This is an optimization exercise on Yosys and OpenROAD, whose aim is small area and a short achievable clock period, not a production implementation. In this exercise RTL edits were held to simulation tests only and were not proved equivalent to the original. Power is estimated from default activity; no workload was simulated.

<file path="design/flow/run.sh">
#!/bin/bash
# synth_recipe.tcl (not shown) runs the flow's synth.tcl, then flattens the netlist and writes it again
# the make line also repeats each setting of config.mk as NAME=value (left out here)
make -C /OpenROAD-flow-scripts/flow DESIGN_CONFIG=/design/flow/config.mk WORK_HOME=/design/flow/orfs CLKGATE_MAP_FILE= SYNTH_SCRIPT=/design/flow/synth_recipe.tcl finish
</file>
<file path="design/flow/config.mk">
export PLATFORM = sky130hd
export DESIGN_NAME = fp16_fma_top
export DESIGN_NICKNAME = fp16_fma_top
export VERILOG_FILES = /design/flow/design.v
export SDC_FILE = /design/flow/constraint.sdc
export NUM_CORES = 4
export LEC_CHECK = 0
export CAP_MARGIN = 20
export CORE_MARGIN = 2
export CORE_UTILIZATION = 40
export SETUP_SLACK_MARGIN = 3.0
export SLEW_MARGIN = 20
</file>
<file path="design/flow/constraint.sdc">
create_clock -name core_clock -period 8.0 [get_ports {clk}]
set_input_delay 1.6000 -clock core_clock [delete_from_list [all_inputs] [get_ports {clk}]]
set_output_delay 1.6000 -clock core_clock [all_outputs]
set_load 0.01 [all_outputs]
</file>
<file path="design/flow/design.v">
`default_nettype none
package fp16_pkg;
    typedef struct packed {
        logic       sign;
        logic [4:0] exp;         
        logic [9:0] frac;        
    } fp16_t;
    typedef struct packed {
        logic is_nan;
        logic is_inf;
        logic is_zero;
    } fp16_class_t;
endpackage
`default_nettype wire
`default_nettype none
package fma_pkg;
    typedef struct packed {
        logic       sign;
        logic [4:0] exp;
        logic [9:0] frac;
    } fp16_t;
    typedef struct packed {
        logic is_nan;
        logic is_inf;
        logic is_zero;
    } fp16_class_t;
    typedef enum logic [1:0] {PROD_NONE, PROD_NAN, PROD_INF, PROD_ZERO} prod_special_t;
    typedef enum logic [1:0] {SPEC_NAN, SPEC_INF, SPEC_PASS_C} special_kind_t;
    typedef struct packed {
        logic signed [6:0]     exp_sum;      
        logic                  sign;         
        logic [10:0]           sig_a;        
        logic [10:0]           sig_b;
        fp16_class_t           c_class;
        fp16_t                 c;
        prod_special_t         prod_special;
    } unpacked_t;
    typedef struct packed {
        logic signed [6:0] exp;              
        logic              sign;
        logic [47:0]       mag;              
        logic              special;
    } sum_t;
    typedef struct packed {
        logic [30:0]   pad;
        special_kind_t kind;
        logic [4:0]    exp;                  
        logic [9:0]    frac;
    } special_payload_t;
endpackage
`default_nettype wire
`default_nettype none
module fp16_unpack (
    input  logic [10:0] sig,
    output logic [3:0]  lz,
    output logic [9:0]  frac
);
    logic [10:0] norm;
    always_comb begin
        lz = '0;
        for (int i = 0; i < 11; i++) begin
            if (sig[i]) begin
                lz = 4'(10 - i);
            end
        end
        norm = sig << lz;
        frac = norm[9:0];
    end
endmodule
`default_nettype wire
module fma_mul_tree (
    input  logic [9:0]  fa,
    input  logic [9:0]  fb,
    output logic [21:0] r0,
    output logic [21:0] r1
);
    logic t1, t2, t3, t4, t5, t6, t7, t8, t9, t10, t11, t12, t13, t14, t15, t16, t17, t18, t19, t20, t21, t22, t23, t24, t25, t26, t27, t28, t29, t30, t31, t32, t33, t34, t35, t36, t37, t38, t39, t40, t41, t42, t43, t44, t45, t46, t47, t48, t49, t50, t51, t52, t53, t54, t55, t56, t57, t58, t59, t60, t61, t62, t63, t64, t65, t66, t67, t68, t69, t70, t71, t72, t73, t74, t75, t76, t77, t78, t79, t80, t81, t82, t83, t84, t85, t86, t87, t88, t89, t90, t91, t92, t93, t94, t95, t96, t97, t98, t99, t100, t101, t102, t103, t104, t105, t106, t107, t108, t109, t110, t111, t112, t113, t114, t115, t116, t117, t118, t119, t120, t121, t122, t123, t124, t125, t126, t127, t128, t129, t130, t131, t132, t133, t134, t135, t136, t137, t138, t139, t140, t141, t142, t143, t144, t145, t146, t147, t148, t149, t150, t151, t152, t153, t154, t155, t156, t157, t158, t159, t160, t161, t162, t163, t164, t165, t166, t167, t168, t169, t170, t171, t172, t173, t174, t175, t176, t177, t178, t179, t180;
    assign {t2, t1} = (fa[0] & fb[9]) + (fa[1] & fb[8]);
    assign {t4, t3} = (fa[1] & fb[9]) + (fa[2] & fb[8]) + (fa[3] & fb[7]);
    assign {t6, t5} = (fa[4] & fb[6]) + (fa[5] & fb[5]);
    assign {t8, t7} = (fa[2] & fb[9]) + (fa[3] & fb[8]) + (fa[4] & fb[7]);
    assign {t10, t9} = (fa[5] & fb[6]) + (fa[6] & fb[5]);
    assign {t12, t11} = (fa[3] & fb[9]) + (fa[4] & fb[8]) + (fa[5] & fb[7]);
    assign {t14, t13} = (fa[0] & fb[6]) + (fa[1] & fb[5]);
    assign {t16, t15} = (fa[0] & fb[7]) + (fa[1] & fb[6]) + (fa[2] & fb[5]);
    assign {t18, t17} = (fa[3] & fb[4]) + (fa[4] & fb[3]);
    assign {t20, t19} = (fa[0] & fb[8]) + (fa[1] & fb[7]) + (fa[2] & fb[6]);
    assign {t22, t21} = (fa[3] & fb[5]) + (fa[4] & fb[4]) + (fa[5] & fb[3]);
    assign {t24, t23} = (fa[6] & fb[2]) + (fa[7] & fb[1]);
    assign {t26, t25} = (fa[2] & fb[7]) + (fa[3] & fb[6]) + (fa[4] & fb[5]);
    assign {t28, t27} = (fa[5] & fb[4]) + (fa[6] & fb[3]) + (fa[7] & fb[2]);
    assign {t30, t29} = (fa[8] & fb[1]) + (fa[9] & fb[0]) + t1;
    assign {t32, t31} = (fa[6] & fb[4]) + (fa[7] & fb[3]) + (fa[8] & fb[2]);
    assign {t34, t33} = (fa[9] & fb[1]) + fa[0] + fb[0];
    assign {t36, t35} = t3 + t5 + t2;
    assign {t38, t37} = (fa[7] & fb[4]) + (fa[8] & fb[3]) + (fa[9] & fb[2]);
    assign {t40, t39} = fa[1] + fb[1] + t7;
    assign {t42, t41} = t9 + t4 + t6;
    assign {t44, t43} = (fa[6] & fb[6]) + (fa[7] & fb[5]) + (fa[8] & fb[4]);
    assign {t46, t45} = (fa[9] & fb[3]) + fa[2] + fb[2];
    assign {t48, t47} = t11 + t8 + t10;
    assign {t50, t49} = (fa[4] & fb[9]) + (fa[5] & fb[8]) + (fa[6] & fb[7]);
    assign {t52, t51} = (fa[7] & fb[6]) + (fa[8] & fb[5]) + (fa[9] & fb[4]);
    assign {t54, t53} = fa[3] + fb[3] + t12;
    assign {t56, t55} = (fa[5] & fb[9]) + (fa[6] & fb[8]) + (fa[7] & fb[7]);
    assign {t58, t57} = (fa[8] & fb[6]) + (fa[9] & fb[5]) + fa[4];
    assign {t60, t59} = (fa[6] & fb[9]) + (fa[7] & fb[8]) + (fa[8] & fb[7]);
    assign {t62, t61} = (fa[0] & fb[4]) + (fa[1] & fb[3]);
    assign {t64, t63} = (fa[0] & fb[5]) + (fa[1] & fb[4]) + (fa[2] & fb[3]);
    assign {t66, t65} = (fa[3] & fb[2]) + (fa[4] & fb[1]);
    assign {t68, t67} = (fa[2] & fb[4]) + (fa[3] & fb[3]) + (fa[4] & fb[2]);
    assign {t70, t69} = (fa[5] & fb[1]) + (fa[6] & fb[0]) + t13;
    assign {t72, t71} = (fa[5] & fb[2]) + (fa[6] & fb[1]) + (fa[7] & fb[0]);
    assign {t74, t73} = t15 + t17 + t14;
    assign {t76, t75} = (fa[8] & fb[0]) + t19 + t21;
    assign {t78, t77} = t23 + t16 + t18;
    assign {t80, t79} = t25 + t27 + t29;
    assign {t82, t81} = t20 + t22 + t24;
    assign {t84, t83} = t31 + t33 + t35;
    assign {t86, t85} = t26 + t28 + t30;
    assign {t88, t87} = t37 + t39 + t41;
    assign {t90, t89} = t32 + t34 + t36;
    assign {t92, t91} = t43 + t45 + t47;
    assign {t94, t93} = t38 + t40 + t42;
    assign {t96, t95} = t49 + t51 + t53;
    assign {t98, t97} = t44 + t46 + t48;
    assign {t100, t99} = fb[4] + t55 + t57;
    assign {t102, t101} = t50 + t52 + t54;
    assign {t104, t103} = (fa[9] & fb[6]) + fa[5] + fb[5];
    assign {t106, t105} = t59 + t56 + t58;
    assign {t108, t107} = (fa[7] & fb[9]) + (fa[8] & fb[8]) + (fa[9] & fb[7]);
    assign {t110, t109} = fa[6] + fb[6] + t60;
    assign {t112, t111} = (fa[8] & fb[9]) + (fa[9] & fb[8]) + fa[7];
    assign {t114, t113} = (fa[0] & fb[3]) + (fa[1] & fb[2]);
    assign {t116, t115} = (fa[2] & fb[2]) + (fa[3] & fb[1]) + (fa[4] & fb[0]);
    assign {t118, t117} = (fa[5] & fb[0]) + t63 + t65;
    assign {t120, t119} = t67 + t69 + t64;
    assign {t122, t121} = t71 + t73 + t68;
    assign {t124, t123} = t75 + t77 + t72;
    assign {t126, t125} = t79 + t81 + t76;
    assign {t128, t127} = t83 + t85 + t80;
    assign {t130, t129} = t87 + t89 + t84;
    assign {t132, t131} = t91 + t93 + t88;
    assign {t134, t133} = t95 + t97 + t92;
    assign {t136, t135} = t99 + t101 + t96;
    assign {t138, t137} = t103 + t105 + t100;
    assign {t140, t139} = t107 + t109 + t104;
    assign {t142, t141} = fb[7] + t111 + t108;
    assign {t144, t143} = (fa[9] & fb[9]) + fa[8] + fb[8];
    assign {t146, t145} = (fa[0] & fb[2]) + (fa[1] & fb[1]);
    assign {t148, t147} = (fa[2] & fb[1]) + (fa[3] & fb[0]) + t113;
    assign {t150, t149} = t61 + t115 + t114;
    assign {t152, t151} = t62 + t117 + t116;
    assign {t154, t153} = t66 + t119 + t118;
    assign {t156, t155} = t70 + t121 + t120;
    assign {t158, t157} = t74 + t123 + t122;
    assign {t160, t159} = t78 + t125 + t124;
    assign {t162, t161} = t82 + t127 + t126;
    assign {t164, t163} = t86 + t129 + t128;
    assign {t166, t165} = t90 + t131 + t130;
    assign {t168, t167} = t94 + t133 + t132;
    assign {t170, t169} = t98 + t135 + t134;
    assign {t172, t171} = t102 + t137 + t136;
    assign {t174, t173} = t106 + t139 + t138;
    assign {t176, t175} = t110 + t141 + t140;
    assign {t178, t177} = t112 + t143 + t142;
    assign {t180, t179} = fa[9] + fb[9] + t144;
    assign r0[0] = (fa[0] & fb[0]);
    assign r1[0] = '0;
    assign r0[1] = (fa[0] & fb[1]);
    assign r1[1] = (fa[1] & fb[0]);
    assign r0[2] = (fa[2] & fb[0]);
    assign r1[2] = t145;
    assign r0[3] = t147;
    assign r1[3] = t146;
    assign r0[4] = t149;
    assign r1[4] = t148;
    assign r0[5] = t151;
    assign r1[5] = t150;
    assign r0[6] = t153;
    assign r1[6] = t152;
    assign r0[7] = t155;
    assign r1[7] = t154;
    assign r0[8] = t157;
    assign r1[8] = t156;
    assign r0[9] = t159;
    assign r1[9] = t158;
    assign r0[10] = t161;
    assign r1[10] = t160;
    assign r0[11] = t163;
    assign r1[11] = t162;
    assign r0[12] = t165;
    assign r1[12] = t164;
    assign r0[13] = t167;
    assign r1[13] = t166;
    assign r0[14] = t169;
    assign r1[14] = t168;
    assign r0[15] = t171;
    assign r1[15] = t170;
    assign r0[16] = t173;
    assign r1[16] = t172;
    assign r0[17] = t175;
    assign r1[17] = t174;
    assign r0[18] = t177;
    assign r1[18] = t176;
    assign r0[19] = t179;
    assign r1[19] = t178;
    assign r0[20] = 1'b1;
    assign r1[20] = t180;
    assign r0[21] = '0;
    assign r1[21] = '0;
endmodule
`default_nettype none
module fma_normalize_pack (
    input  logic [24:0] x,
    output logic [4:0]  lead
);
    always_comb begin
        lead = '0;
        for (int i = 0; i < 25; i++) begin
            if (x[i]) begin
                lead = 5'(i);
            end
        end
    end
endmodule
`default_nettype wire
`timescale 1ns/1ns
`default_nettype none
module fp16_fma_top (
    input  logic        clk,
    input  logic        rst_n,
    input  logic        in_valid,
    input  logic [15:0] a,
    input  logic [15:0] b,
    input  logic [15:0] c,
    output logic [15:0] result,
    output logic        out_valid
);
    logic        a_sub, b_sub, c_sub;
    logic        a_nan, a_inf, a_zero, b_nan, b_inf, b_zero, c_nan, c_inf, c_zero;
    logic        prod_nan, prod_inf, prod_zero;
    logic [3:0]  lz_a, lz_b, lz_c;
    logic [9:0]  fa_n, fb_n, fc_n;
    logic [6:0]  pe0, ce;
    fp16_unpack u_na (.sig({~a_sub, a[9:0]}), .lz(lz_a), .frac(fa_n));
    fp16_unpack u_nb (.sig({~b_sub, b[9:0]}), .lz(lz_b), .frac(fb_n));
    fp16_unpack u_nc (.sig({~c_sub, c[9:0]}), .lz(lz_c), .frac(fc_n));
    always_comb begin
        a_sub  = a[14:10] == '0;
        b_sub  = b[14:10] == '0;
        c_sub  = c[14:10] == '0;
        a_nan  = (&a[14:10]) & (|a[9:0]);
        a_inf  = (&a[14:10]) & ~(|a[9:0]);
        a_zero = a_sub & ~(|a[9:0]);
        b_nan  = (&b[14:10]) & (|b[9:0]);
        b_inf  = (&b[14:10]) & ~(|b[9:0]);
        b_zero = b_sub & ~(|b[9:0]);
        c_nan  = (&c[14:10]) & (|c[9:0]);
        c_inf  = (&c[14:10]) & ~(|c[9:0]);
        c_zero = c_sub & ~(|c[9:0]);
        prod_nan  = a_nan | b_nan | (a_inf & b_zero) | (a_zero & b_inf);
        prod_inf  = ~prod_nan & (a_inf | b_inf);
        prod_zero = a_zero | b_zero;
        pe0 = 7'({1'b0, a[14:10]} + {1'b0, b[14:10]}) + 7'(a_sub) + 7'(b_sub) + 7'd20
              - 7'(lz_a) - 7'(lz_b);
        ce  = 7'(c[14:10]) + 7'(c_sub) + 7'd35 - 7'(lz_c);
    end
    logic [9:0]  s2_fa, s2_fb, s2_fc;
    logic [6:0]  s2_pe0, s2_ce;
    logic        s2_cz, s2_sp, s2_sc, s2_nan, s2_inf, s2_pc;
    always_ff @(posedge clk) begin
        s2_fa  <= fa_n;
        s2_fb  <= fb_n;
        s2_fc  <= fc_n;
        s2_pe0 <= pe0;
        s2_ce  <= ce;
        s2_cz  <= c_zero;
        s2_sp  <= a[15] ^ b[15];
        s2_sc  <= c[15];
        s2_nan <= prod_nan | c_nan | (prod_inf & c_inf & (a[15] ^ b[15] ^ c[15]));
        s2_inf <= prod_inf;
        s2_pc  <= c_inf | prod_zero;
    end
    logic [21:0] t_r0, t_r1;
    fma_mul_tree u_tree (.fa(s2_fa), .fb(s2_fb), .r0(t_r0), .r1(t_r1));
    logic [21:0] s3_r0, s3_r1;
    logic [9:0]  s3_fc;
    logic [6:0]  s3_pe0, s3_ce;
    logic        s3_cz, s3_sp, s3_sc, s3_nan, s3_inf, s3_pc;
    always_ff @(posedge clk) begin
        s3_r0  <= t_r0;
        s3_r1  <= t_r1;
        s3_fc  <= s2_fc;
        s3_pe0 <= s2_pe0;
        s3_ce  <= s2_ce;
        s3_cz  <= s2_cz;
        s3_sp  <= s2_sp;
        s3_sc  <= s2_sc;
        s3_nan <= s2_nan;
        s3_inf <= s2_inf;
        s3_pc  <= s2_pc;
    end
    logic [21:0] prod;
    logic [20:0] pn;
    logic [6:0]  pe;
    always_comb begin
        prod = s3_r0 + s3_r1;
        pn   = prod[21] ? prod[20:0] : {prod[19:0], 1'b0};
        pe   = s3_pe0 + 7'(prod[21]);
    end
    logic [20:0] s4_pn;
    logic [9:0]  s4_fc;
    logic [6:0]  s4_pe, s4_ce;
    logic        s4_cz, s4_sp, s4_sc, s4_nan, s4_inf, s4_pc;
    always_ff @(posedge clk) begin
        s4_pn  <= pn;
        s4_fc  <= s3_fc;
        s4_pe  <= pe;
        s4_ce  <= s3_ce;
        s4_cz  <= s3_cz;
        s4_sp  <= s3_sp;
        s4_sc  <= s3_sc;
        s4_nan <= s3_nan;
        s4_inf <= s3_inf;
        s4_pc  <= s3_pc;
    end
    logic        prod_bigger;
    logic [6:0]  diff;
    logic [21:0] big_f, small_f, c_frame;
    logic [4:0]  shamt, sidx;
    logic        st_en;
    always_comb begin
        c_frame     = s4_cz ? 22'b0 : {1'b1, s4_fc, 11'b0};
        prod_bigger = ~s4_pc & (s4_cz || (s4_pe > s4_ce) ||
                                ((s4_pe == s4_ce) && (s4_pn[20:11] >= s4_fc)));
        diff        = prod_bigger ? (s4_pe - s4_ce) : (s4_ce - s4_pe);
        big_f       = prod_bigger ? {1'b1, s4_pn} : c_frame;
        small_f     = s4_pc ? 22'b0 : (prod_bigger ? c_frame : {1'b1, s4_pn});
        shamt       = (diff > 7'd23) ? 5'd23 : diff[4:0];
        st_en       = (diff >= 7'd2) && (diff <= 7'd46);
        sidx        = (diff > 7'd23) ? 5'd21 : 5'(diff - 7'd2);
    end
    logic [21:0] s5_big, s5_small;
    logic [4:0]  s5_shamt, s5_sidx;
    logic        s5_st_en;
    logic [6:0]  s5_e;
    logic        s5_sign, s5_sub, s5_nan, s5_inf;
    always_ff @(posedge clk) begin
        s5_big   <= big_f;
        s5_small <= small_f;
        s5_shamt <= shamt;
        s5_sidx  <= sidx;
        s5_st_en <= st_en;
        s5_e     <= prod_bigger ? s4_pe : s4_ce;
        s5_sign  <= (s4_inf | prod_bigger) ? s4_sp : s4_sc;
        s5_sub   <= ~s4_pc & (s4_sp ^ s4_sc);
        s5_nan   <= s4_nan;
        s5_inf   <= s4_inf;
    end
    logic [22:0] s_hi;
    logic [21:0] po;
    logic        sticky;
    logic [24:0] fsum;
    always_comb begin
        s_hi  = {s5_small, 1'b0} >> s5_shamt;
        po[0] = s5_small[0];
        for (int k = 1; k < 22; k++) begin
            po[k] = po[k-1] | s5_small[k];
        end
        sticky = s5_st_en & po[s5_sidx];
        if (s5_sub) begin
            fsum = {1'b0, s5_big, 2'b0} - {1'b0, s_hi, sticky};
        end else begin
            fsum = {1'b0, s5_big, 2'b0} + {1'b0, s_hi, sticky};
        end
    end
    logic [24:0] s6_f;
    logic [6:0]  s6_e;
    logic        s6_sign, s6_sub, s6_nan, s6_inf;
    always_ff @(posedge clk) begin
        s6_f    <= fsum;
        s6_e    <= s5_e;
        s6_sign <= s5_sign;
        s6_sub  <= s5_sub;
        s6_nan  <= s5_nan;
        s6_inf  <= s5_inf;
    end
    logic [4:0]  lead;
    logic [7:0]  en;
    logic        ovf, subn, fzero;
    logic [5:0]  nsh;
    logic [6:0]  sube;
    logic [4:0]  exp_r;
    fma_normalize_pack u_lead (.x(s6_f), .lead(lead));
    always_comb begin
        en    = 8'(s6_e) + 8'(lead);
        ovf   = en >= 8'd89;
        subn  = en <= 8'd58;
        fzero = s6_f == '0;
        sube  = 7'd59 - s6_e;
        nsh   = subn ? ((sube > 7'd35) ? 6'd35 : sube[5:0]) : 6'(lead);
        exp_r = (subn | fzero) ? 5'd0 : 5'(en - 8'd58);
    end
    logic [24:0] s7_f;
    logic [5:0]  s7_nsh;
    logic [4:0]  s7_exp;
    logic        s7_sign, s7_ovf, s7_nan;
    always_ff @(posedge clk) begin
        s7_f    <= s6_f;
        s7_nsh  <= nsh;
        s7_exp  <= exp_r;
        s7_sign <= s6_inf ? s6_sign : (s6_sign & ~(fzero & s6_sub));
        s7_ovf  <= s6_inf | (ovf & ~fzero);
        s7_nan  <= s6_nan;
    end
    logic [34:0] win;
    logic [15:0] packed_res;
    always_comb begin
        win = {s7_f, 10'b0} >> s7_nsh;
        if (s7_nan) begin
            packed_res = 16'h7e00;
        end else if (s7_ovf) begin
            packed_res = {s7_sign, 5'h1f, 10'b0};
        end else begin
            packed_res = {s7_sign, s7_exp, win[9:0]};
        end
    end
    always_ff @(posedge clk) begin
        result <= packed_res;
    end
    logic [6:0] vld;
    always_ff @(posedge clk or negedge rst_n) begin
        if (!rst_n) begin
            vld <= '0;
        end else begin
            vld <= {vld[5:0], in_valid};
        end
    end
    assign out_valid = vld[6];
endmodule
`default_nettype wire
</file>
==> flow_summary.json, run 1 <==
{
  "drtIter0Drc": 619,
  "rsz0062_at_grt": "false",
  "hold_path_class": "reg -> reg",
  "setup-tns-final_ns": 0,
  "die_area_um2": 50740,
  "dp_hpwl_um": 34280,
  "relSlewSlack_pct": 40.98,
  "drive_gt1_share_pct": 8.197,
  "start_util_pct": 40.25,
  "drc": 0,
  "dr.pass1.iters": 5,
  "routed_wl_um": 43720,
  "die_x_um": 225.2,
  "yosysWarningCount": 3,
  "h-tree-depth": 2,
  "synth_top_area_share_pct": 33.43,
  "power_switching_mw": 3.454,
  "irDropWorstVdd_v": 0.0001887,
  "async_flop_share_pct": 2.096,
  "cts.sinks": 334,
  "ant_nets": 0,
  "period_share_pct": 60.21,
  "cp_num_buf_inv": 4,
  "syn_to_final_growth_pct": 13.62,
  "leakage_nw": 10.13,
  "synth_top_area_cell": "dfxtp_1",
  "period_needed_ns": 4.817,
  "post_drt_wl_per_cell_um": 15.45,
  "clockBufferDepth": 3,
  "syn_inst": 2132,
  "clockPowerShare_pct": 20.3,
  "synth_cell_types": 79,
  "swShare_pct": 39.79,
  "cp.depth": 17,
  "grt_pass1_wl_um": 72930,
  "vias_per_cell": 5.211,
  "syn_avg_cell_area_um2": 9.184,
  "maxSlewViolCount": 0,
  "port_buffers": 67,
  "crit_top_cell": "inv_1",
  "finalNetCount": 2458,
  "power_frac_comb_pct": 48.5,
  "num_vias": 14750,
  "status": "timing/DRC/antenna clean",
  "holdPathStages": 0,
  "setup_viol": 0,
  "num_rows": 81,
  "grt_max_degree": 62,
  "cp_slowest_cell": "clkdlybuf4s50_1",
  "holdWs_ns": 0.3239,
  "fmax_mhz": 207.6,
  "nFillCells": 4685,
  "clk_latency_ns": 0.55,
  "critical_path_class": "in -> reg",
  "required_ns": 8.48,
  "cp-end-kind": "flop",
  "synth_seq_cells": 334,
  "synth_edf_count": 0,
  "ys_seq_area_share_pct": 34.33,
  "placed_area_um2": 20850,
  "final_cell_area_um2": 22250,
  "synthTopCellsByArea": "dfxtp_1, fa_1, ha_1, inv_1, mux2i_1",
  "core-area_um2": 48650,
  "arrival_ns": 5.30,
  "grt_pass1_vias": 14860,
  "skew_ns": 0.02422,
  "grt.overflow.total": 0,
  "gp_congestion": 0.8928,
  "cts.hold.buffers_added": 0,
  "numCtsBuffers": 36,
  "path_cells": "clkdlybuf4s50_1 > nor2_1 > a211oi_1 > nor3_1 > o31a_1 > nor2b_4 > ha_1 > inv_1 > fa_1 > fa_1 > ha_1 > inv_1 > fa_2 > inv_1 > a21o_1 > a21oi_1 > xnor2_1",
  "pwr_density_cell_nw_per_um2": 390.3,
  "die_h_um": 225.2,
  "p_int_mw": 5.228,
  "hold_viol": 0,
  "critPathTopFamily": "adder cells",
  "drv_cap": 0,
  "antenna_cells": 0,
  "clk_pin_slew_worst_paths_ns": 0.06,
  "fin_cells": 2830,
  "worstMarginPinSlew_ns": 0.8785,
  "crit_fanout": 6,
  "ios": 68,
  "grtUsageTotal_pct": 17.54,
  "cts_tree": "built",
  "antenna_found_initial": 0,
  "r2r_cells": 17,
  "syn_nets": 2408,
  "synth_area_um2": 19580,
  "start_kind": "primary input",
  "seqPwrFrac_pct": 31.2,
  "synth_ff_type": "dfxtp_1",
  "critPathMaxStageDelay_ns": 0.57,
  "root_buffer": "clkbuf_16",
  "place_inst": 2758
}
## power groups by stage
| stage | sequential [mW] | combinational [mW] | clock [mW] |
|---|---|---|---|
| 2_1_floorplan | 2.54 | 3.31 | 0 |
| 3_3_place_gp | 2.74 | 4.13 | 0 |
| 3_5_place_dp | 2.75 | 4.18 | 0 |
| 4_1_cts | 2.72 | 4.21 | 1.81 |
| 5_1_grt | 2.79 | 4.75 | 1.87 |
| 6_report | 2.71 | 4.21 | 1.76 |
## through the flow
stage	setup WS, ns	power [mW]	utilization [%]
4_1_cts	2.910	8.743	45.57
5_1_grt	2.985	9.417	45.73
6_report	3.183	8.682	45.73
2_1_floorplan	2.994	5.854	-
3_5_place_dp	1.963	6.930	42.87
3_3_place_gp	2.057	6.871	42.87
## state kept, by name, summed over array words and instances (netlist names), 16 cells and up
signal and flops:
s5_small 22, result 16, s3_r1 20, s3_r0 20, s7_f 25, s4_pn 21
s6_f 25, s5_big 22
## synth_stat cells, types with 9 or more instances
master      n
nor2_1    183
xor2_1     14
o21a_1     10
a31oi_1    20
a22o_1     14
o211ai_1    9
mux2i_1    82
and2_1    100
nor4_1     10
xnor2_1    51
a21oi_1   147
o31ai_1    15
or3_1      14
o21bai_1   19
fa_1       97
a21o_1     25
mux4_2     16
nor3b_1    11
inv_1     242
clkbuf_1   58
a211oi_1   21
o21ai_0    81
or2_2      14
mux2_2     44
nor3_1     49
ha_1      128
nor2b_1    26
dfxtp_1   327
and3_1     10
nand2b_1   12
nand3_1    25
nand2_1   123
## worst paths after layout
| kind | endpoint | start | slack [ns] |
|---|---|---|---|
| hold reg to reg | s4_ce[5]$_DFF_P_ | s3_ce[5]$_DFF_P_ | 0.32 |
| hold / removal | s4_ce[5]$_DFF_P_ | s3_ce[5]$_DFF_P_ | 0.32 |
| setup / recovery | s2_pe0[5]$_DFF_P_ | b[1] | 3.18 |
| min in group asynchronous | vld[0]$_DFF_PN0_ | rst_n | 1.29 |
| max in group asynchronous | vld[5]$_DFF_PN0_ | rst_n | 6.48 |
| setup reg to reg | s6_f[22]$_DFF_P_ | s5_shamt[0]$_SDFF_PN1_ | 3.37 |
## timing repair
| action | in CTS | in global routing |
|---|---|---|
| endpoints found under the setup margin | 12 | 14 |
| gates resized for setup | 7 | 15 |
| buffers inserted | 3 | 5 |
| pin swaps | 2 | 3 |
| endpoints found under the hold margin | 0 | 0 |
## area by class of cell
| class | count | area, um^2 | area share, % |
|---|---|---|---|
| multi-input combinational | 1481 | 11740 | 52.77 |
| sequential | 334 | 6730 | 30.25 |
| clock buffer | 46 | 978.4 | 4.398 |
| inverter | 245 | 919.6 | 4.134 |
| timing repair buffer | 84 | 810.8 | 3.645 |
| tap | 622 | 778.2 | 3.498 |
| clock inverter | 18 | 289.0 | 1.299 |
## per-layer routing
metal | track usage [%] | up-vias | share of wire, %
li1 | - | 7359 | -
met1 | 22.16 | 7012 | 46
met2 | 30.65 | 296 | 48
met3 | 2.777 | 81 | 3.9
met4 | 5.469 | 0 | 2.5
met5 | 0 | - | 0
## worst register-to-register path, stage by stage (launching register included)
cell and delay, ns:
dfxtp_4 0.42, inv_2 0.36, mux2i_1 0.34, mux2i_1 0.16
nor2b_1 0.17, a21oi_1 0.13, nand2_1 0.10, ha_1 0.42
or3_1 0.42, or3_1 0.37, a211oi_1 0.28, nor3_1 0.14
or3_1 0.35, a31oi_1 0.23, a21oi_1 0.13, a211oi_1 0.25
a211o_1 0.14, xnor2_1 0.12
## cells in the final DEF, fill, tap and decap left out, types with 25 or more instances in the layout
cell / instances
a21o_1: 25
inv_1: 242
o21ai_0: 80
fa_1: 96
ha_1: 128
clkbuf_16: 36
xnor2_1: 51
nand3_1: 25
mux2i_1: 82
nand2_1: 122
mux2_2: 44
clkdlybuf4s50_1: 62
and2_1: 99
dfxtp_1: 324
nor3_1: 47
nor2_1: 179
a21oi_1: 145
## kinds of logic (layout without fill, tap and decap cells)
group,after synthesis,in the layout,synth area share (%)
buffers and inverters,317,393,6.192
muxes,143,143,8.640
AOI/OAI and AO/OA,440,440,14.50
xor gates and xnor gates,65,65,2.908
and+or+nand+nor,608,608,15.34
adders and majority gates,225,225,18.10
DFF,334,334,34.33
==> run 2, diff against run 1 <==
--- a/design/flow/config.mk
+++ b/design/flow/config.mk
@@ -8,5 +8,4 @@
 export CAP_MARGIN = 20
 export CORE_MARGIN = 2
 export CORE_UTILIZATION = 40
-export SETUP_SLACK_MARGIN = 3.0
 export SLEW_MARGIN = 20
==> flow_summary.json, run 2 <==
{
  "required_ns": 8.45,
  "routed_wl_um": 43290,
  "critical_path_class": "in -> reg",
  "antenna_found_initial": 0,
  "crit_path_start": "b[12]",
  "drive_gt1_share_pct": 6.785,
  "grt_pass1_wl_um": 72800,
  "worstReg2RegEnd": "s6_f[22]$_DFF_P_",
  "num_rows": 81,
  "final_cell_mix": "dfxtp_1, inv_1, nor2_1",
  "die_h_um": 225.2,
  "clockBufferDepth": 3,
  "die_x_um": 225.2,
  "arrival_ns": 6.31,
  "clk_pin_slew_worst_paths_ns": 0.06,
  "leakage_nw": 9.954,
  "synth_cell_types": 79,
  "skew_ns": 0.02604,
  "hold_viol": 0,
  "holdWs_ns": 0.3244,
  "cts.sinks": 334,
  "setup_viol": 0,
  "synth_seq_cells": 334,
  "mostFrequentLayoutCell": "dfxtp_1",
  "clk_latency_ns": 0.55,
  "yosys-top-cells-count": "dfxtp_1, inv_1, nor2_1",
  "cp.depth": 17,
  "cts_tree": "built",
  "period_share_pct": 73.26,
  "cp-end-kind": "flop",
  "core-area_um2": 48650,
  "antenna_cells": 0,
  "die_area_um2": 50740,
  "critPathMaxStageDelay_ns": 0.81,
  "async_flop_share_pct": 2.096,
  "crit_fanout": 12,
  "period_needed_ns": 5.861,
  "synth_ff_type": "dfxtp_1",
  "grt.overflow.total": 0,
  "syn_nets": 2408,
  "numCtsBuffers": 35,
  "reg_top3": "s6_f x25, s7_f x25",
  "ant_nets": 0,
  "drv_cap": 0,
  "cp_num_buf_inv": 5,
  "drtIter0Drc": 757,
  "post_drt_wl_per_cell_um": 15.36,
  "gp_congestion": 0.8879,
  "path_cells": "clkdlybuf4s50_1 > or4_1 > nor2_1 > buf_4 > o31a_1 > nor2b_1 > ha_1 > inv_1 > fa_1 > fa_1 > ha_1 > inv_1 > fa_1 > inv_1 > a21o_1 > a21oi_1 > xnor2_1",
  "num_vias": 14570,
  "rr_startpoint": "s5_shamt[0]$_SDFF_PN1_",
  "grtUsageTotal_pct": 17.62,
  "dr.pass1.iters": 5,
  "grt_pass1_vias": 14600,
  "fmax_mhz": 170.6,
  "synth_area_um2": 19580,
  "cts-resized-gates": 0,
  "crit_path_end": "s2_pe0[5]$_DFF_P_",
  "dp_hpwl_um": 34210,
  "hold_path_class": "reg -> reg",
  "drc": 0,
  "r2r_cells": 18,
  "cp_slowest_cell": "nor2b_1",
  "status": "timing/DRC/antenna clean",
  "pwr_density_cell_nw_per_um2": 386.1,
  "syn_to_final_growth_pct": 12.01,
  "maxSlewViolCount": 0,
  "cts.hold.buffers_added": 0,
  "port_buffers": 67,
  "rsz0062_at_grt": "false",
  "rrSetupSlack_ns": 2.66,
  "start_util_pct": 40.25,
  "ios": 68,
  "setup-tns-final_ns": 0,
  "syn_inst": 2132,
  "yosysWarningCount": 3,
  "synth_top_area_share_pct": 33.43,
  "root_buffer": "clkbuf_16",
  "irDropWorstVdd_v": 0.0001520,
  "synth_edf_count": 0,
  "worstMarginPinSlew_ns": 1.066,
  "vias_per_cell": 5.169,
  "start_kind": "primary input",
  "relSlewSlack_pct": 28.84,
  "ys_seq_area_share_pct": 34.33,
  "finalNetCount": 2450,
  "synthTopCellsByArea": "dfxtp_1, fa_1, ha_1, inv_1, mux2i_1",
  "synth_top_area_cell": "dfxtp_1",
  "grt_max_degree": 61,
  "syn_avg_cell_area_um2": 9.184,
  "post-cts-setup-buffers": 0,
  "yosysMostFrequentCell": "dfxtp_1",
  "h-tree-depth": 2,
  "critPathTopFamily": "adder cells"
}
-- run 2: cells by family (layout without fill, tap and decap cells) --
group,after synthesis,in the layout,share of synthesized area [%]
AO/OA/AOI/OAI,440,440,14.50
XOR/XNOR,65,65,2.908
adder cells (fa/ha/maj),225,225,18.10
buffers and inverters,317,381,6.192
flip-flops,334,334,34.33
multiplexers,143,143,8.640
AND/OR/NAND/NOR,608,608,15.34
-- run 2: area by class of cell --
cell class              instances  area (um^2)
fillers                      4760        26720
inverters                     245        919.6
well taps                     622        778.2
clock buffers                  50        992.2
multi-input cells            1481        11660
clock inverters                 9        115.1
repair buffers                 77        745.7
flip-flops and latches        334         6723
-- run 2: per-layer routing --
metal  up-vias  global-route usage [%]  share of wire (%)  wire length (um)
met3        74                   2.960                3.7              1599
met1      6888                   22.70                 46             19970
met5         -                       0                  0                 0
li1       7340                       -                  -                 -
met4         0                   5.533                2.4              1040
met2       265                   30.10                 48             20680
-- run 2: per-stage QoR --
step                instances  util, %  setup WS (ns)  area (um^2)  power (mW)
floorplan                2132        -          2.580        19580       5.853
global placement         2759    42.80          1.647        20820       6.877
detailed placement       2759    42.80          1.545        20820       6.936
CTS                      2818    45.07          2.140        21930       8.538
global route             2818    45.08          1.904        21930       9.212
finish                   2818    45.08          2.139        21930       8.468
-- run 2: worst min-delay path by stage --
stage	start	cells past startpoint	to	slack [ns]
floorplan	s2_ce[0]$_DFF_P_	0	s3_ce[0]$_DFF_P_	0.31
global placement	s5_e[1]$_DFF_P_	0	s6_e[1]$_DFF_P_	0.31
detailed placement	s2_fc[4]$_SDFF_PP0_	0	s3_fc[4]$_DFF_P_	0.31
CTS	s2_fc[2]$_SDFF_PP0_	0	s3_fc[2]$_DFF_P_	0.32
global route	s2_ce[1]$_DFF_P_	0	s3_ce[1]$_DFF_P_	0.33
finish	s5_nan$_DFF_P_	0	s6_nan$_DFF_P_	0.32
-- run 2: worst reg2reg max path: stages, from the launching register on --
cell and delay, ns:
dfxtp_1 0.84, inv_2 0.39, o21ai_0 0.31, nor2_1 0.06
a21oi_1 0.33, nand2_1 0.10, o21ai_0 0.10, o22a_1 0.21
ha_1 0.33, a21o_1 0.21, a21o_1 0.19, a2111oi_0 0.84
o41ai_1 0.28, a21o_1 0.23, a21oi_1 0.21, o211ai_1 0.16
a31oi_1 0.22, a211o_1 0.14, xnor2_1 0.12
-- run 2: report_power, final --
part	total, mW	internal [mW]	leakage (nW)	switching [mW]
registers	2.71	2.25	2.82	0.456
logic	4.20	1.90	6.60	2.31
clock network	1.56	0.902	0.534	0.655
==> run 3, diff against run 2 <==
--- a/design/flow/design.v
+++ b/design/flow/design.v
@@ -212,12 +212,12 @@
 endmodule
 `default_nettype none
 module fma_normalize_pack (
-    input  logic [24:0] x,
+    input  logic [25:0] x,
     output logic [4:0]  lead
 );
     always_comb begin
         lead = '0;
-        for (int i = 0; i < 25; i++) begin
+        for (int i = 0; i < 26; i++) begin
             if (x[i]) begin
                 lead = 5'(i);
             end
@@ -242,7 +242,7 @@
     logic        prod_nan, prod_inf, prod_zero;
     logic [3:0]  lz_a, lz_b, lz_c;
     logic [9:0]  fa_n, fb_n, fc_n;
-    logic [6:0]  pe0, ce;
+    logic [5:0]  xa, xb, xc;
     fp16_unpack u_na (.sig({~a_sub, a[9:0]}), .lz(lz_a), .frac(fa_n));
     fp16_unpack u_nb (.sig({~b_sub, b[9:0]}), .lz(lz_b), .frac(fb_n));
     fp16_unpack u_nc (.sig({~c_sub, c[9:0]}), .lz(lz_c), .frac(fc_n));
@@ -262,19 +262,20 @@
         prod_nan  = a_nan | b_nan | (a_inf & b_zero) | (a_zero & b_inf);
         prod_inf  = ~prod_nan & (a_inf | b_inf);
         prod_zero = a_zero | b_zero;
-        pe0 = 7'({1'b0, a[14:10]} + {1'b0, b[14:10]}) + 7'(a_sub) + 7'(b_sub) + 7'd20
-              - 7'(lz_a) - 7'(lz_b);
-        ce  = 7'(c[14:10]) + 7'(c_sub) + 7'd35 - 7'(lz_c);
+        xa = a_sub ? 6'(6'd1 - 6'(lz_a)) : {1'b0, a[14:10]};
+        xb = b_sub ? 6'(6'd1 - 6'(lz_b)) : {1'b0, b[14:10]};
+        xc = c_sub ? 6'(6'd1 - 6'(lz_c)) : {1'b0, c[14:10]};
     end
     logic [9:0]  s2_fa, s2_fb, s2_fc;
-    logic [6:0]  s2_pe0, s2_ce;
+    logic [5:0]  s2_xa, s2_xb, s2_xc;
     logic        s2_cz, s2_sp, s2_sc, s2_nan, s2_inf, s2_pc;
     always_ff @(posedge clk) begin
         s2_fa  <= fa_n;
         s2_fb  <= fb_n;
         s2_fc  <= fc_n;
-        s2_pe0 <= pe0;
-        s2_ce  <= ce;
+        s2_xa  <= xa;
+        s2_xb  <= xb;
+        s2_xc  <= xc;
         s2_cz  <= c_zero;
         s2_sp  <= a[15] ^ b[15];
         s2_sc  <= c[15];
@@ -283,17 +284,22 @@
         s2_pc  <= c_inf | prod_zero;
     end
     logic [21:0] t_r0, t_r1;
+    logic [7:0]  d;
     fma_mul_tree u_tree (.fa(s2_fa), .fb(s2_fb), .r0(t_r0), .r1(t_r1));
+    always_comb begin
+        d = 8'(signed'(s2_xa)) + 8'(signed'(s2_xb)) - 8'd14 - 8'(signed'(s2_xc));
+    end
     logic [21:0] s3_r0, s3_r1;
     logic [9:0]  s3_fc;
-    logic [6:0]  s3_pe0, s3_ce;
+    logic [7:0]  s3_d;
+    logic [5:0]  s3_xc;
     logic        s3_cz, s3_sp, s3_sc, s3_nan, s3_inf, s3_pc;
     always_ff @(posedge clk) begin
         s3_r0  <= t_r0;
         s3_r1  <= t_r1;
         s3_fc  <= s2_fc;
-        s3_pe0 <= s2_pe0;
-        s3_ce  <= s2_ce;
+        s3_d   <= d;
+        s3_xc  <= s2_xc;
         s3_cz  <= s2_cz;
         s3_sp  <= s2_sp;
         s3_sc  <= s2_sc;
@@ -301,81 +307,99 @@
         s3_inf <= s2_inf;
         s3_pc  <= s2_pc;
     end
-    logic [21:0] prod;
-    logic [20:0] pn;
-    logic [6:0]  pe;
-    always_comb begin
-        prod = s3_r0 + s3_r1;
-        pn   = prod[21] ? prod[20:0] : {prod[19:0], 1'b0};
-        pe   = s3_pe0 + 7'(prod[21]);
+    logic [21:0]       prod;
+    logic signed [7:0] sd;
+    logic              p21, mant_ge, pb;
+    logic [7:0]        ad;
+    logic [4:0]        shc, sidx;
+    logic              st_en;
+    logic [6:0]        ep;
+    always_comb begin
+        prod    = s3_r0 + s3_r1;
+        p21     = prod[21];
+        sd      = signed'(s3_d);
+        mant_ge = p21 ? (prod[20:11] >= s3_fc) : (prod[19:10] >= s3_fc);
+        pb      = ~s3_pc & (s3_cz | (p21 ? ((sd > 0) | ((sd == 0) & mant_ge))
+                                         : ((sd > 1) | ((sd == 1) & mant_ge))));
+        ad      = (sd >= 1) ? 8'(sd + 8'sd1) : 8'(8'sd1 - sd);
+        shc     = (ad > 8'd25) ? 5'd25 : ad[4:0];
+        sidx    = (ad > 8'd25) ? 5'd22 : 5'(ad[4:0] - 5'd3);
+        st_en   = ((sd >= 2) & (sd <= 8'sd47 - 8'(p21))) |
+                  ((sd <= -2) & (sd >= -8'sd45 - 8'(p21)));
+        ep      = 7'(signed'(s3_xc)) + 7'(s3_d);
     end
-    logic [20:0] s4_pn;
+    logic [21:0] s4_prod;
     logic [9:0]  s4_fc;
-    logic [6:0]  s4_pe, s4_ce;
+    logic [4:0]  s4_shc, s4_sidx;
+    logic [6:0]  s4_ep;
+    logic [5:0]  s4_xc;
+    logic        s4_pb, s4_deq1, s4_st_en;
     logic        s4_cz, s4_sp, s4_sc, s4_nan, s4_inf, s4_pc;
     always_ff @(posedge clk) begin
-        s4_pn  <= pn;
-        s4_fc  <= s3_fc;
-        s4_pe  <= pe;
-        s4_ce  <= s3_ce;
-        s4_cz  <= s3_cz;
-        s4_sp  <= s3_sp;
-        s4_sc  <= s3_sc;
-        s4_nan <= s3_nan;
-        s4_inf <= s3_inf;
-        s4_pc  <= s3_pc;
-    end
-    logic        prod_bigger;
-    logic [6:0]  diff;
-    logic [21:0] big_f, small_f, c_frame;
-    logic [4:0]  shamt, sidx;
-    logic        st_en;
-    always_comb begin
-        c_frame     = s4_cz ? 22'b0 : {1'b1, s4_fc, 11'b0};
-        prod_bigger = ~s4_pc & (s4_cz || (s4_pe > s4_ce) ||
-                                ((s4_pe == s4_ce) && (s4_pn[20:11] >= s4_fc)));
-        diff        = prod_bigger ? (s4_pe - s4_ce) : (s4_ce - s4_pe);
-        big_f       = prod_bigger ? {1'b1, s4_pn} : c_frame;
-        small_f     = s4_pc ? 22'b0 : (prod_bigger ? c_frame : {1'b1, s4_pn});
-        shamt       = (diff > 7'd23) ? 5'd23 : diff[4:0];
-        st_en       = (diff >= 7'd2) && (diff <= 7'd46);
-        sidx        = (diff > 7'd23) ? 5'd21 : 5'(diff - 7'd2);
-    end
-    logic [21:0] s5_big, s5_small;
-    logic [4:0]  s5_shamt, s5_sidx;
-    logic        s5_st_en;
+        s4_prod  <= prod;
+        s4_fc    <= s3_fc;
+        s4_shc   <= shc;
+        s4_sidx  <= sidx;
+        s4_ep    <= ep;
+        s4_xc    <= s3_xc;
+        s4_pb    <= pb;
+        s4_deq1  <= sd == 1;
+        s4_st_en <= st_en;
+        s4_cz    <= s3_cz;
+        s4_sp    <= s3_sp;
+        s4_sc    <= s3_sc;
+        s4_nan   <= s3_nan;
+        s4_inf   <= s3_inf;
+        s4_pc    <= s3_pc;
+    end
+    logic [21:0] c_frame, big;
+    logic [22:0] sml;
+    logic [22:0] po;
+    logic [4:0]  shamt;
+    logic [24:0] s_win;
+    logic        sticky;
+    always_comb begin
+        c_frame = s4_cz ? 22'b0 : {1'b1, s4_fc, 11'b0};
+        big     = s4_pb ? s4_prod : c_frame;
+        if (s4_pc) begin
+            sml = '0;
+        end else if (s4_pb) begin
+            sml = {c_frame, 1'b0};
+        end else begin
+            sml = {s4_prod, 1'b0};
+        end
+        shamt   = s4_deq1 ? {2'b0, s4_pb, 1'b0} : s4_shc;
+        s_win   = {sml, 2'b0} >> shamt;
+        po[0]   = sml[0];
+        for (int k = 1; k < 23; k++) begin
+            po[k] = po[k-1] | sml[k];
+        end
+        sticky  = s4_st_en & po[s4_sidx];
+    end
+    logic [21:0] s5_big;
+    logic [24:0] s5_small;
+    logic        s5_sticky;
     logic [6:0]  s5_e;
     logic        s5_sign, s5_sub, s5_nan, s5_inf;
     always_ff @(posedge clk) begin
-        s5_big   <= big_f;
-        s5_small <= small_f;
-        s5_shamt <= shamt;
-        s5_sidx  <= sidx;
-        s5_st_en <= st_en;
-        s5_e     <= prod_bigger ? s4_pe : s4_ce;
-        s5_sign  <= (s4_inf | prod_bigger) ? s4_sp : s4_sc;
-        s5_sub   <= ~s4_pc & (s4_sp ^ s4_sc);
-        s5_nan   <= s4_nan;
-        s5_inf   <= s4_inf;
+        s5_big    <= big;
+        s5_small  <= s_win;
+        s5_sticky <= sticky;
+        s5_e      <= s4_pb ? s4_ep : 7'(signed'(s4_xc));
+        s5_sign   <= (s4_inf | s4_pb) ? s4_sp : s4_sc;
+        s5_sub    <= ~s4_pc & (s4_sp ^ s4_sc);
+        s5_nan    <= s4_nan;
+        s5_inf    <= s4_inf;
     end
-    logic [22:0] s_hi;
-    logic [21:0] po;
-    logic        sticky;
-    logic [24:0] fsum;
+    logic [25:0] fsum;
     always_comb begin
-        s_hi  = {s5_small, 1'b0} >> s5_shamt;
-        po[0] = s5_small[0];
-        for (int k = 1; k < 22; k++) begin
-            po[k] = po[k-1] | s5_small[k];
-        end
-        sticky = s5_st_en & po[s5_sidx];
         if (s5_sub) begin
-            fsum = {1'b0, s5_big, 2'b0} - {1'b0, s_hi, sticky};
+            fsum = {1'b0, s5_big, 3'b0} - {s5_small, s5_sticky};
         end else begin
-            fsum = {1'b0, s5_big, 2'b0} + {1'b0, s_hi, sticky};
+            fsum = {1'b0, s5_big, 3'b0} + {s5_small, s5_sticky};
         end
     end
-    logic [24:0] s6_f;
+    logic [25:0] s6_f;
     logic [6:0]  s6_e;
     logic        s6_sign, s6_sub, s6_nan, s6_inf;
     always_ff @(posedge clk) begin
@@ -386,23 +410,23 @@
         s6_nan  <= s5_nan;
         s6_inf  <= s5_inf;
     end
-    logic [4:0]  lead;
-    logic [7:0]  en;
-    logic        ovf, subn, fzero;
-    logic [5:0]  nsh;
-    logic [6:0]  sube;
-    logic [4:0]  exp_r;
+    logic [4:0]        lead;
+    logic signed [7:0] en;
+    logic signed [7:0] sube;
+    logic              ovf, subn, fzero;
+    logic [5:0]        nsh;
+    logic [4:0]        exp_r;
     fma_normalize_pack u_lead (.x(s6_f), .lead(lead));
     always_comb begin
-        en    = 8'(s6_e) + 8'(lead);
-        ovf   = en >= 8'd89;
-        subn  = en <= 8'd58;
+        en    = signed'(8'(signed'(s6_e)) + 8'(lead) - 8'd24);
+        ovf   = en >= 8'sd31;
+        subn  = en <= 8'sd0;
         fzero = s6_f == '0;
-        sube  = 7'd59 - s6_e;
-        nsh   = subn ? ((sube > 7'd35) ? 6'd35 : sube[5:0]) : 6'(lead);
-        exp_r = (subn | fzero) ? 5'd0 : 5'(en - 8'd58);
+        sube  = signed'(8'd25 - 8'(signed'(s6_e)));
+        nsh   = subn ? ((sube > 8'sd36) ? 6'd36 : sube[5:0]) : 6'(lead);
+        exp_r = (subn | fzero) ? 5'd0 : en[4:0];
     end
-    logic [24:0] s7_f;
+    logic [25:0] s7_f;
     logic [5:0]  s7_nsh;
     logic [4:0]  s7_exp;
     logic        s7_sign, s7_ovf, s7_nan;
@@ -414,7 +438,7 @@
         s7_ovf  <= s6_inf | (ovf & ~fzero);
         s7_nan  <= s6_nan;
     end
-    logic [34:0] win;
+    logic [35:0] win;
     logic [15:0] packed_res;
     always_comb begin
         win = {s7_f, 10'b0} >> s7_nsh;
--- a/design/flow/config.mk
+++ b/design/flow/config.mk
@@ -8,4 +8,5 @@
 export CAP_MARGIN = 20
 export CORE_MARGIN = 2
 export CORE_UTILIZATION = 40
+export SETUP_SLACK_MARGIN = 5.0
 export SLEW_MARGIN = 20
==> flow_summary.json, run 3 <==
{
  "port_buffers": 67,
  "power_switching_mw": 3.919,
  "ios": 68,
  "core-area_um2": 49860,
  "yosys-top-cells-count": "dfxtp_1, inv_1, nor2_1",
  "synth_edf_count": 0,
  "clockBufferDepth": 3,
  "yosysWarningCount": 3,
  "clockPowerShare_pct": 19.0,
  "vias_per_cell": 5.260,
  "arrival_ns": 4.36,
  "hold_path_class": "reg -> reg",
  "hold_viol": 0,
  "clk_pin_slew_worst_paths_ns": 0.06,
  "routed_wl_um": 48900,
  "grt_pass1_wl_um": 79540,
  "yosysMostFrequentCell": "dfxtp_1",
  "start_util_pct": 40.34,
  "syn_nets": 2467,
  "period_needed_ns": 3.919,
  "critPathMaxStageDelay_ns": 0.43,
  "synth_seq_cells": 347,
  "die_x_um": 228.2,
  "ant_nets": 0,
  "path_cells": "nor2_2 > o31ai_2 > a21boi_2 > o31ai_1 > a211oi_1 > nor3_1 > o31a_1 > ha_1 > ha_2 > inv_2 > fa_2 > nor2b_2 > o21ai_2 > a21boi_2 > a21oi_2 > o31a_1 > o41a_1 > buf_6 > mux2_2",
  "hold_end": "s3_cz$_DFF_P_",
  "start_kind": "flop",
  "grt.overflow.total": 0,
  "skew_ns": 0.01129,
  "multiInputGateArea_um2": 12860,
  "leakage_nw": 10.62,
  "die_area_um2": 52090,
  "grtUsageTotal_pct": 18.51,
  "regArea_um2": 7039,
  "num_vias": 15770,
  "post_drt_wl_per_cell_um": 16.31,
  "cts_tree": "built",
  "setup-tns-final_ns": 0,
  "grt_pass1_vias": 15790,
  "grt_max_degree": 69,
  "fmax_mhz": 255.2,
  "synth_top_area_cell": "dfxtp_1",
  "cp_slowest_cell": "o41a_1",
  "syn_inst": 2185,
  "synth_cell_types": 80,
  "async_flop_share_pct": 2.017,
  "crit_fanout": 14,
  "die_h_um": 228.2,
  "syn_avg_cell_area_um2": 9.205,
  "synthTopCellsByArea": "dfxtp_1, fa_1, ha_1, inv_1, mux2i_1",
  "irDropWorstVdd_v": 0.0001472,
  "drc": 0,
  "required_ns": 8.44,
  "cp-end-kind": "flop",
  "finalNetCount": 2582,
  "drive_gt1_share_pct": 18.69,
  "rsz0062_at_grt": "true",
  "reg_top3": "s6_f x26, s7_f x26, s5_small x25",
  "seqPwrFrac_pct": 28.4,
  "drv_cap": 0,
  "rr_startpoint": "s6_f[7]$_DFF_P_",
  "gp_congestion": 0.9442,
  "drtIter0Drc": 834,
  "synth_top_area_share_pct": 33.84,
  "clk_latency_ns": 0.55,
  "synth_area_um2": 20110,
  "synth_ff_type": "dfxtp_1",
  "period_share_pct": 48.99,
  "numCtsBuffers": 39,
  "mostFrequentLayoutCell": "dfxtp_1",
  "status": "timing/DRC/antenna clean",
  "holdPathStages": 0,
  "final_cell_mix": "dfxtp_1, inv_1, nor2_1",
  "r2r_cells": 19,
  "relSlewSlack_pct": 32.28,
  "pwr_density_cell_nw_per_um2": 395.3,
  "antenna_cells": 0,
  "antenna_found_initial": 0,
  "ys_seq_area_share_pct": 34.71,
  "nFillCells": 4710,
  "power_frac_comb_pct": 52.6,
  "dr.pass1.iters": 5,
  "root_buffer": "clkbuf_16",
  "syn_to_final_growth_pct": 20.17,
  "cts.sinks": 347,
  "num_rows": 82,
  "min_from": "s2_cz$_DFF_P_",
  "pre_cts_ws_ns": 3.553,
  "swShare_pct": 41.01,
  "finalWorstSetupSlack_ns": 4.081,
  "dp_hpwl_um": 36910,
  "critical_path_class": "reg -> reg",
  "maxSlewViolCount": 0,
  "rrSetupSlack_ns": 4.08,
  "p_int_mw": 5.637,
  "h-tree-depth": 2,
  "setup_viol": 0,
  "worstReg2RegEnd": "s7_nsh[1]$_DFF_P_",
  "worstMarginPinSlew_ns": 1.016
}
-- run 3: layer usage --
layer	share of wire (%)	wire, um	up-vias	global-route usage, %
met4	4.6	2253	0	8.681
met3	4.0	1962	147	2.688
met1	41	20280	7458	21.87
met2	50	24410	420	33.01
met5	0	0	-	0
li1	-	-	7749	-
-- run 3: cells by family after synthesis --
logic type      count (synthesis)  share of synthesized area, %
mux                           123                         7.894
buf+inv                       306                         5.748
simple gates                  669                         16.72
xor+xnor                       65                         2.831
flops                         347                         34.71
fa+ha+maj                     231                         17.73
compound gates                444                         14.36
-- run 3: timing repair --
item / in CTS / in global routing
pin swaps: 43 / 71
hold buffers: 0 / 0
gates resized for setup: 153 / 129
setup buffers: 54 / 20
cloned: 2 / 0
endpoints found under the setup margin: 100 / 68
-- run 3: through the flow --
stage	cells	hold WS (ns)	power, mW	cell area (um^2)	util (%)
final	2999	0.3238	9.555	24170	48.47
after global routing	2999	0.3296	10.32	24170	48.47
after detailed placement	2855	0.3121	7.238	21630	43.37
after global placement	2854	0.3110	7.154	21620	43.36
after CTS	2979	0.3255	9.327	23700	47.53
after floorplan	2185	0.3096	6.092	20380	-
-- run 3: worst max-delay path by stage --
stage,from,endpoint,cells past startpoint
2_1_floorplan,s6_f[3]$_DFF_P_,s7_nsh[0]$_DFF_P_,15
3_3_place_gp,a[2],s2_fa[9]$_DFF_P_,9
3_5_place_dp,a[2],s2_fa[9]$_DFF_P_,9
4_1_cts,s6_f[3]$_DFF_P_,s7_nsh[1]$_DFF_P_,19
5_1_grt,s6_f[7]$_DFF_P_,s7_nsh[1]$_DFF_P_,19
6_report,s6_f[7]$_DFF_P_,s7_nsh[1]$_DFF_P_,19
-- run 3: layout make-up --
| type | count | share of cell area [%] |
|---|---|---|
| repair buffers | 149 | 5.099 |
| flip-flops and latches | 347 | 29.12 |
| inverters | 229 | 3.639 |
| clock inverters | 19 | 0.8904 |
| multi-input cells | 1534 | 53.20 |
| well taps | 672 | 3.479 |
| clock buffers | 49 | 4.571 |
-- run 3: power by group through the flow --
stage | logic (mW) | clock network, mW | registers (mW)
floorplan | 3.54 | 0 | 2.55
global placement | 4.42 | 0 | 2.73
detailed placement | 4.50 | 0 | 2.74
CTS | 4.76 | 1.87 | 2.70
global route | 5.60 | 1.94 | 2.78
finish | 5.03 | 1.81 | 2.71
-- run 3: worst max-delay path: cells and delay by family (launching register included) --
kind            cells  cell delay [ns]
buf+inv             2             0.20
simple gates        3             0.34
flops               1             0.34
mux                 1             0.27
compound gates     10             1.82
fa+ha+maj           3             0.84
==> run 4, diff against run 3 <==
--- a/design/flow/config.mk
+++ b/design/flow/config.mk
@@ -8,5 +8,5 @@
 export CAP_MARGIN = 20
 export CORE_MARGIN = 2
 export CORE_UTILIZATION = 40
-export SETUP_SLACK_MARGIN = 5.0
+export SETUP_SLACK_MARGIN = 4.0
 export SLEW_MARGIN = 20
==> flow_summary.json, run 4 <==
{
  "status": "timing/DRC/antenna clean",
  "synth_seq_cells": 347,
  "antenna_found_initial": 0,
  "num_vias": 15250,
  "port_buffers": 67,
  "setup_viol": 0,
  "holdWs_ns": 0.3201,
  "rsz0062_at_grt": "true",
  "hold_path_class": "reg -> reg",
  "cts.hold.buffers_added": 0,
  "syn_nets": 2467,
  "hold_viol": 0,
  "post_drt_wl_per_cell_um": 16.22,
  "pre_cts_ws_ns": 3.652,
  "synthTopCellsByArea": "dfxtp_1, fa_1, ha_1, inv_1, mux2i_1",
  "clockPowerShare_pct": 19.4,
  "seqPwrFrac_pct": 29.9,
  "setup-tns-final_ns": 0,
  "synth_top_area_cell": "dfxtp_1",
  "root_buffer": "clkbuf_16",
  "final_cell_mix": "dfxtp_1, inv_1, nor2_1",
  "grt_max_degree": 69,
  "syn_inst": 2185,
  "yosysWarningCount": 3,
  "place_inst": 2856,
  "reg_top3": "s6_f x26, s7_f x26, s5_small x25",
  "leakage_nw": 10.01,
  "clockBufferDepth": 3,
  "fmax_mhz": 255.0,
  "async_flop_share_pct": 2.017,
  "fin_total_pwr_mw": 9.073,
  "die_h_um": 228.2,
  "routed_wl_um": 47510,
  "grtUsageTotal_pct": 17.88,
  "power_frac_comb_pct": 50.8,
  "synth_top_area_share_pct": 33.84,
  "synth_ff_type": "dfxtp_1",
  "rr_startpoint": "s6_f[11]$_DFF_P_",
  "cp-end-kind": "flop",
  "dp_hpwl_um": 37570,
  "ys_seq_area_share_pct": 34.71,
  "numCtsBuffers": 38,
  "yosys-top-cells-count": "dfxtp_1, inv_1, nor2_1",
  "skew_ns": 0.02392,
  "dr.pass1.iters": 4,
  "syn_avg_cell_area_um2": 9.205,
  "pwr_density_cell_nw_per_um2": 397.2,
  "power_switching_mw": 3.715,
  "die_area_um2": 52090,
  "clk_latency_ns": 0.56,
  "cts.sinks": 347,
  "worstMarginPinSlew_ns": 1.064,
  "num_rows": 82,
  "ant_nets": 0,
  "finalNetCount": 2512,
  "vias_per_cell": 5.208,
  "synth_area_um2": 20110,
  "start_util_pct": 40.34,
  "drc": 0,
  "ios": 68,
  "maxSlewViolCount": 0,
  "die_x_um": 228.2,
  "drv_cap": 0,
  "antenna_cells": 0,
  "grt_pass1_vias": 15280,
  "arrival_ns": 4.36,
  "period_needed_ns": 3.922,
  "grt.overflow.total": 0,
  "clk_pin_slew_worst_paths_ns": 0.06,
  "start_kind": "flop",
  "mostFrequentLayoutCell": "dfxtp_1",
  "crit_path_start": "s6_f[11]$_DFF_P_",
  "drive_gt1_share_pct": 8.285,
  "finalWorstSetupSlack_ns": 4.078,
  "crit_fanout": 7,
  "synth_cell_types": 80,
  "syn_to_final_growth_pct": 13.56,
  "synth_edf_count": 0,
  "period_share_pct": 49.02,
  "swShare_pct": 40.95,
  "h-tree-depth": 2,
  "drtIter0Drc": 790,
  "min_from": "s4_nan$_DFF_P_",
  "yosysMostFrequentCell": "dfxtp_1",
  "p_int_mw": 5.358,
  "core-area_um2": 49860,
  "required_ns": 8.44,
  "grt_pass1_wl_um": 76610,
  "gp_congestion": 0.9266,
  "nFillCells": 4853,
  "irDropWorstVdd_v": 0.0001643,
  "cts_tree": "built",
  "fin_cells": 2929,
  "relSlewSlack_pct": 28.41,
  "critical_path_class": "reg -> reg"
}
[run 4: changes by cell type in the layout (fill, tap and decap cells not counted), moves of 16 or more]
cell	change
nor2_1	+18
dlygate4sd2_1	-28
buf_4	-66
dfxtp_1	+22
inv_1	+16
clkdlybuf4s50_1	+54
a21oi_1	+16
[run 4: power by group through the flow]
stage | logic [mW] | clock network (mW) | registers, mW
after floorplan | 3.48 | 0 | 2.54
after global placement | 4.37 | 0 | 2.73
after detailed placement | 4.44 | 0 | 2.74
after CTS | 4.50 | 1.81 | 2.70
after global routing | 5.16 | 1.88 | 2.77
final | 4.61 | 1.76 | 2.71
[run 4: routing by layer]
layer	routed length, um	track usage (%)
met1	20260	21.18
met2	23740	32.21
met3	1696	2.700
met4	1808	7.394
met5	0	0
[run 4: cell type report]
| type | count | area, um^2 | area share, % |
|---|---|---|---|
| timing repair buffer | 82 | 784.5 | 3.435 |
| clock inverter | 22 | 270.3 | 1.183 |
| multi-input combinational | 1532 | 12100 | 52.98 |
| tap | 672 | 840.8 | 3.681 |
| sequential | 347 | 6987 | 30.59 |
| clock buffer | 45 | 997.2 | 4.366 |
| inverter | 229 | 859.6 | 3.764 |
[run 4: cell families after synthesis]
kind of cell / Yosys count / synth area share [%]
flops: 347 / 34.71
xor+xnor: 65 / 2.831
buf+inv: 306 / 5.748
simple gates: 669 / 16.72
compound gates: 444 / 14.36
fa+ha+maj: 231 / 17.73
mux: 123 / 7.894
[run 4: worst paths after layout]
check                                     to  slack, ns  cells past startpoint
hold / removal                s5_nan$_DFF_P_       0.32                      0
hold reg to reg               s5_nan$_DFF_P_       0.32                      0
max in group asynchronous   vld[2]$_DFF_PN0_       6.46                      1
min in group asynchronous   vld[6]$_DFF_PN0_       1.31                      1
setup reg to reg           s7_nsh[1]$_DFF_P_       4.08                     18
setup / recovery           s7_nsh[1]$_DFF_P_       4.08                     18
[run 4: metrics by stage]
step	utilization [%]	instance area, um^2
finish	45.80	22840
CTS	45.52	22700
global placement	42.90	21390
global route	45.80	22840
detailed placement	42.92	21400
floorplan	-	20110
[run 4: critical path: stages, from the launching register on]
cell and delay (ns):
dfxtp_1 0.34, nor2_1 0.16, a21boi_2 0.20, o31ai_2 0.07
a211oi_2 0.25, nor3_1 0.08, o31a_1 0.26, ha_1 0.28
ha_2 0.18, inv_2 0.04, fa_2 0.35, nor2b_2 0.13
o21ai_2 0.08, a21boi_2 0.18, a21oi_2 0.07, o31a_1 0.26
o41a_1 0.45, buf_6 0.16, mux2_2 0.26
[run 4: repair_timing]
item                       4_1_cts  5_1_grt
setup endpoints to repair       12       12
buffers inserted                 1        4
pin swaps                        2        9
gates cloned                     0        1
gates resized for setup          5       33

## separate check: timing with driven ports
How much do the figures lean on ideal ports? The routed layouts below were timed once more, with nothing changed but the port constraints.
Step 1, drivers: a clkbuf_16 drives clk and a buf_2 each remaining input, both assumed.
Step 2 adds t to the input delays and takes it off the output delays; t is the mean of the earliest and latest rising clock arrival at the registers after step 1. Input paths then give back, and output paths get back, about the clock's delay inside the block.
Slacks: ideal ports / drivers / drivers and shift; pairs: ideal ports / drivers.
| run | t (ns) | setup slack, ns | worst hold slack (ns) | latest minus earliest clock arrival (ns) | slew at the worst register clock pin (ns) |
|---|---|---|---|---|---|
| run 1 | 0.594 | 3.183 / 3.214 / 2.620 | 0.324 / 0.324 / 0.324 | 0.028 / 0.028 | 0.07 / 0.07 |
| run 2 | 0.594 | 2.139 / 2.173 / 1.579 | 0.324 / 0.324 / 0.324 | 0.026 / 0.026 | 0.07 / 0.07 |
| run 3 | 0.606 | 4.081 / 4.081 / 4.081 | 0.324 / 0.324 / 0.324 | 0.014 / 0.014 | 0.06 / 0.06 |
| run 4 | 0.600 | 4.078 / 4.078 / 3.675 | 0.320 / 0.320 / 0.320 | 0.024 / 0.024 | 0.07 / 0.07 |
After both steps every run listed still meets setup and hold. The setup slack of run 1, which loses most, moves by +0.031 ns with the drivers and by -0.563 ns with both steps.
